This is an optimization exercise on Yosys and OpenROAD, whose aim is small area, not a production implementation. Function was checked by simulation only, so behaviour that the tests miss may differ from the original. Power and IR drop assume default switching activity.

Design stochastic_calcium_cluster_step, start of the top module:
module stochastic_calcium_cluster_step #(
   parameter int NUM_CLUSTERS = scs_pkg::NUM_CLUSTERS_DEF,
   parameter int MAX_CHANNELS = scs_pkg::MAX_CHANNELS_DEF
) (
   input  logic                            clock,
   input  logic                            reset,
   input  logic                            req_tvalid,
   output logic                            req_tready,
   input  logic [scs_pkg::REQ_DATA_W-1:0]  req_tdata,
   input  logic                            req_tlast,
   output logic                            rsp_tvalid,
   input  logic                            rsp_tready,
   output logic [scs_pkg::RSP_DATA_W-1:0]  rsp_tdata,
   output logic                            rsp_tuser,
   input  logic                            csr_we,
   input  logic [scs_pkg::CSR_IDX_W-1:0]   csr_index,
   input  logic [scs_pkg::CSR_DATA_W-1:0]  csr_wdata
);
   localparam logic [4:0] S_INIT = 5'd0,  S_IDLE = 5'd1,  S_CMP  = 5'd2,  S_UPD  = 5'd3,
                          S_TOT  = 5'd4,  S_SD   = 5'd5,  S_LEAK = 5'd6,  S_ADD  = 5'd7,
                          S_PUFF = 5'd8,  S_CL1  = 5'd9,  S_CL2  = 5'd10, S_C2   = 5'd11,
                          S_MVB  = 5'd12, S_C3   = 5'd13, S_DEN  = 5'd14, S_DIV  = 5'd15,
                          S_QFIX = 5'd16, S_OS   = 5'd17, S_PCP  = 5'd18;
   logic [23:0] csr_q [8];
   logic [7:0]  csr_dflt;      
   logic [6:0]  dflt_q;        
   assign csr_dflt = {dflt_q[6:3], 1'b0, dflt_q[2:0]};
   logic [3:0]  refr_num_q;
   always_ff @(posedge clock) begin
  ...
For scale: ~120 I/O pins, about 14,000 um2 of cells after synthesis.
==> flow/config.mk <==
export PLATFORM = sky130hd
export DESIGN_NAME = stochastic_calcium_cluster_step
export DESIGN_NICKNAME = stochastic_calcium_cluster_step
export VERILOG_FILES = /design/flow/design.v
export SDC_FILE = /design/flow/constraint.sdc
export NUM_CORES = 4
export LEC_CHECK = 0
export CAP_MARGIN = 20
export CORE_MARGIN = 2
export CORE_UTILIZATION = 40
export PLACE_DENSITY = 0.6
export SLEW_MARGIN = 20
==> flow/constraint.sdc <==
create_clock -name core_clock -period 11.0 [get_ports {clock}]
set_input_delay 2.2000 -clock core_clock [delete_from_list [all_inputs] [get_ports {clock}]]
set_output_delay 2.2000 -clock core_clock [all_outputs]
set_load 0.01 [all_outputs]
standard.sh (not shown) runs the stock make flow with config.mk's settings and CLKGATE_MAP_FILE= SYNTH_SCRIPT=/design/flow/synth_recipe.tcl, a recipe that flattens the netlist after the stock synthesis.
==> flow/flow/run.sh <==
#!/bin/bash
# Own flow: the standard synthesis, then its combinational logic mapped
# again by ABC for area (registers keep their names, cells and connections),
# then the standard layout of that netlist, with the smallest buffer
# for the port buffers and a clock tree without dummy loads.
# Each tool's output goes to a log file in the work folder.
set -euo pipefail
W=$PWD
R=$W/orfs/results/$FLOW_PLATFORM/stochastic_calcium_cluster_step/base
P=$FLOW_HOME/platforms/$FLOW_PLATFORM
LIB=$P/lib/sky130_fd_sc_hd__tt_025C_1v80.lib
YOSYS=$FLOW_HOME/../tools/install/yosys/bin/yosys
[ -x "$YOSYS" ] || YOSYS=yosys
export BUFFER_PORTS_ARGS="-buffer_cell sky130_fd_sc_hd__buf_1"
export CTS_ARGS="-sink_clustering_enable -repair_clock_nets -dont_use_dummy_load -buf_list sky130_fd_sc_hd__clkbuf_8 -sink_clustering_size 18 -sink_clustering_max_diameter 80"

bash standard.sh synth > synth.log 2>&1
cp "$R/1_2_yosys.v" "$W/standard_synth.v"
DU=$(sed -n '/DONT_USE_CELLS/,/^#/p' "$P/config.mk" | grep -o 'sky130_fd_sc_hd__[a-z0-9_]*' | sed 's/^/-dont_use /' | tr '\n' ' ')
sed -e "s#@LIB@#$LIB#g" -e "s#@IN@#$W/standard_synth.v#" -e "s#@OUT@#$R/1_2_yosys.v#" \
    -e "s#@ABC@#$W/flow/area.abc#" -e "s#@DU@#$DU#" -e "s#@TOP@#$FLOW_TOP#" \
    flow/resyn.ys > "$W/resyn.ys"
"$YOSYS" -s "$W/resyn.ys" > resyn.log 2>&1
rm -f "$R/1_synth.odb" "$R/1_synth.sdc"
bash standard.sh finish > layout.log 2>&1
==> flow/flow/area.abc <==
strash
&get -n
&deepsyn -T 60
&put
dch -f
amap
==> flow/flow/resyn.ys <==
# Re-map the combinational logic of the standard synthesis for area.
# Registers (and the tie cell) are black boxes here, so they keep their
# names, cells and connections; everything between them is flattened to
# gates and mapped again by ABC.
read_liberty -ignore_miss_func @LIB@
read_verilog @IN@
hierarchy -top @TOP@
setattr -mod -set blackbox 1 sky130_fd_sc_hd__df* sky130_fd_sc_hd__edf* sky130_fd_sc_hd__sdf* sky130_fd_sc_hd__dl* sky130_fd_sc_hd__conb_1
flatten
opt -purge
abc -script @ABC@ -liberty @LIB@ @DU@
opt_clean -purge
setundef -zero
splitnets
opt_clean -purge
rename -hide w:*.*
opt_clean -purge
hilomap -singleton -hicell sky130_fd_sc_hd__conb_1 HI -locell sky130_fd_sc_hd__conb_1 LO
insbuf -buf sky130_fd_sc_hd__buf_4 A X
check
tee -o resyn_stat.txt stat -liberty @LIB@
write_verilog -noattr -nohex -nodec @OUT@
The starting point completed without violations.
Rerun with:
--- a/flow/flow/run.sh
+++ b/flow/flow/run.sh
@@ -3,3 +3,4 @@
-# again by ABC for area (registers keep their names, cells and connections),
-# then the standard layout of that netlist, with the smallest buffer
-# for the port buffers and a clock tree without dummy loads.
+# again by ABC for area (registers keep their names, cells and connections;
+# three ABC seeds are tried and the smallest netlist is kept), then the standard flow's
+# standard layout of that netlist, with the smallest buffer for the port
+# buffers and a clock tree without dummy loads.
@@ -15 +16 @@
-export CTS_ARGS="-sink_clustering_enable -repair_clock_nets -dont_use_dummy_load -buf_list sky130_fd_sc_hd__clkbuf_8 -sink_clustering_size 18 -sink_clustering_max_diameter 80"
+export CTS_ARGS="-sink_clustering_enable -repair_clock_nets -dont_use_dummy_load -buf_list sky130_fd_sc_hd__clkbuf_8 -sink_clustering_size 18 -sink_clustering_max_diameter 60"
@@ -20,4 +21,15 @@
-sed -e "s#@LIB@#$LIB#g" -e "s#@IN@#$W/standard_synth.v#" -e "s#@OUT@#$R/1_2_yosys.v#" \
-    -e "s#@ABC@#$W/flow/area.abc#" -e "s#@DU@#$DU#" -e "s#@TOP@#$FLOW_TOP#" \
-    flow/resyn.ys > "$W/resyn.ys"
-"$YOSYS" -s "$W/resyn.ys" > resyn.log 2>&1
+for s in 0 1 2; do
+  sed -e "s#@SEED@#$s#" flow/area.abc > "$W/area_$s.abc"
+  sed -e "s#@LIB@#$LIB#g" -e "s#@IN@#$W/standard_synth.v#" -e "s#@OUT@#$W/resyn_$s.v#" \
+      -e "s#@ABC@#$W/area_$s.abc#" -e "s#@DU@#$DU#" -e "s#@TOP@#$FLOW_TOP#" \
+      -e "s#@STAT@#$W/resyn_stat_$s.txt#" flow/resyn.ys > "$W/resyn_$s.ys"
+  "$YOSYS" -s "$W/resyn_$s.ys" > "resyn_$s.log" 2>&1 &
+done
+wait
+best=$(for s in 0 1 2; do
+  a=$(awk '/Chip area/ {print $NF}' "$W/resyn_stat_$s.txt" 2>/dev/null)
+  [ -n "$a" ] && [ -s "$W/resyn_$s.v" ] && echo "$a $s"
+done | sort -g | head -n 1 | awk '{print $2}')
+[ -n "$best" ]
+echo "kept ABC seed $best" > resyn_choice.log
+cp "$W/resyn_$best.v" "$R/1_2_yosys.v"
==> flow/flow/area.abc (replaced) <==
strash
&get -n
&deepsyn -T 60 -S @SEED@
&put
&get -n
&dch -f
&nf -R 1000 -p -F 10 -C 32
&put
--- a/flow/flow/resyn.ys
+++ b/flow/flow/resyn.ys
@@ -21 +21 @@
-tee -o resyn_stat.txt stat -liberty @LIB@
+tee -o @STAT@ stat -liberty @LIB@
Outcome: Wire length shrinks by 5.4%. Setup slack improves by 0.67 ns. Critical path depth shrinks by 21. Synthesized area drops by 0.45%.

stochastic_calcium_cluster_step, a different RTL version from the one above (not shown whole).
Size in the first run: roughly 0.014 mm^2 of cells after synthesis.
## stochastic_calcium_cluster_step
module stochastic_calcium_cluster_step #(
   parameter int NUM_CLUSTERS = scs_pkg::NUM_CLUSTERS_DEF,
   parameter int MAX_CHANNELS = scs_pkg::MAX_CHANNELS_DEF
) (
   input  logic                            clock,
   input  logic                            reset,
   input  logic                            req_tvalid,
   output logic                            req_tready,
   input  logic [scs_pkg::REQ_DATA_W-1:0]  req_tdata,
   input  logic                            req_tlast,
   output logic                            rsp_tvalid,
   input  logic                            rsp_tready,
   output logic [scs_pkg::RSP_DATA_W-1:0]  rsp_tdata,
   output logic                            rsp_tuser,
   input  logic                            csr_we,
   input  logic [scs_pkg::CSR_IDX_W-1:0]   csr_index,
   input  logic [scs_pkg::CSR_DATA_W-1:0]  csr_wdata
);
Settings: LEC_CHECK=0, CAP_MARGIN=20, CORE_MARGIN=2, CORE_UTILIZATION=40, PLACE_DENSITY=0.6, SLEW_MARGIN=20; clock period 11.0 ns.
==> flow/flow/run.sh <==
#!/bin/bash
# Own flow: the standard synthesis, then its combinational logic mapped
# again by ABC for area (registers keep their names, cells and connections;
# five ABC seeds are tried and the smallest netlist is kept), then the standard flow's
# standard layout of that netlist, with the smallest buffer for the port
# buffers and a clock tree without dummy loads.
# Each tool's output goes to a log file in the work folder.
set -euo pipefail
W=$PWD
R=$W/orfs/results/$FLOW_PLATFORM/stochastic_calcium_cluster_step/base
P=$FLOW_HOME/platforms/$FLOW_PLATFORM
LIB=$P/lib/sky130_fd_sc_hd__tt_025C_1v80.lib
YOSYS=$FLOW_HOME/../tools/install/yosys/bin/yosys
[ -x "$YOSYS" ] || YOSYS=yosys
export BUFFER_PORTS_ARGS="-buffer_cell sky130_fd_sc_hd__buf_1"
export CTS_ARGS="-sink_clustering_enable -repair_clock_nets -dont_use_dummy_load -buf_list sky130_fd_sc_hd__clkbuf_8 -sink_clustering_size 18 -sink_clustering_max_diameter 60"

bash standard.sh synth > synth.log 2>&1
cp "$R/1_2_yosys.v" "$W/standard_synth.v"
DU=$(sed -n '/DONT_USE_CELLS/,/^#/p' "$P/config.mk" | grep -o 'sky130_fd_sc_hd__[a-z0-9_]*' | sed 's/^/-dont_use /' | tr '\n' ' ')
for s in 0 1 2 3 4; do
  sed -e "s#@SEED@#$s#" flow/area.abc > "$W/area_$s.abc"
  sed -e "s#@LIB@#$LIB#g" -e "s#@IN@#$W/standard_synth.v#" -e "s#@OUT@#$W/resyn_$s.v#" \
      -e "s#@ABC@#$W/area_$s.abc#" -e "s#@DU@#$DU#" -e "s#@TOP@#$FLOW_TOP#" \
      -e "s#@STAT@#$W/resyn_stat_$s.txt#" flow/resyn.ys > "$W/resyn_$s.ys"
  "$YOSYS" -s "$W/resyn_$s.ys" > "resyn_$s.log" 2>&1 &
done
wait
best=$(for s in 0 1 2 3 4; do
  a=$(awk '/Chip area/ {print $NF}' "$W/resyn_stat_$s.txt" 2>/dev/null)
  [ -n "$a" ] && [ -s "$W/resyn_$s.v" ] && echo "$a $s"
done | sort -g | head -n 1 | awk '{print $2}')
[ -n "$best" ]
echo "kept ABC seed $best" > resyn_choice.log
cp "$W/resyn_$best.v" "$R/1_2_yosys.v"
rm -f "$R/1_synth.odb" "$R/1_synth.sdc"
bash standard.sh finish > layout.log 2>&1
==> flow/flow/area.abc <==
strash
&get -n
&deepsyn -T 90 -S @SEED@
&put
&get -n
&dch -f
&nf -R 1000 -p -F 10 -C 32
&put
Other scripts of this flow, unchanged in this note and not shown: flow/flow/resyn.ys
Edit:
--- a/flow/flow/run.sh
+++ b/flow/flow/run.sh
@@ -4 +4 @@
-# five ABC seeds are tried and the smallest netlist is kept), then the standard flow's
+# three ABC seeds are tried and the smallest netlist is kept), then the standard flow's
@@ -21 +21 @@
-for s in 0 1 2 3 4; do
+for s in 0 1 2; do
@@ -29 +29 @@
-best=$(for s in 0 1 2 3 4; do
+best=$(for s in 0 1 2; do
==> flow/flow/area.abc (replaced) <==
strash
&get -n
&deepsyn -T 60 -S @SEED@
&put
&get -n
&dch -f
&nf -R 1000 -p -F 10 -C 32
&put
What happened: The changed run ran to the end with no violations. Final cell count is unchanged. Clock power stays flat. Global-route usage does not change. Final area stays the same. Combinational power barely changes. Via count is unchanged. Fmax does not change. Power is unchanged. Setup slack does not change.

## afterwards: timing with drivers on the ports
The results above use ideal ports. As a check the final layouts listed here were re-extracted and re-timed, cells and wires unchanged.
Step 1 assumes that a clkbuf_16 drives the clock port and a buf_2 every other input.
Step 2 moves the port delays by t, midway between the first and last clock arrival at a register: inputs arrive t later, outputs are due t later. That takes back most of the time a late clock gives input paths.
Three values: ideal, step 1, step 2; two values: the first two.
run | t, ns | slack for setup (ns) | worst setup path after step 2 | clock arrival spread, ns | slew at the worst register clock pin (ns)
the first run of note 1 | 0.633 | 4.867 / 4.867 / 4.867 | register to register | 0.039 / 0.039 | 0.12 / 0.12
the second run of note 1 | 0.635 | 5.541 / 5.513 / 5.513 | input to output | 0.090 / 0.090 | 0.11 / 0.11
the first run of note 2 | 0.617 | 5.116 / 5.116 / 5.116 | register to register | 0.066 / 0.065 | 0.11 / 0.11
the second run of note 2 | 0.617 | 5.116 / 5.116 / 5.116 | register to register | 0.066 / 0.065 | 0.11 / 0.11
After both steps setup and hold are still met in every run listed. For the second run of note 1, which loses most, drivers alone change the setup slack by -0.028 ns; drivers and shift together by -0.028 ns.
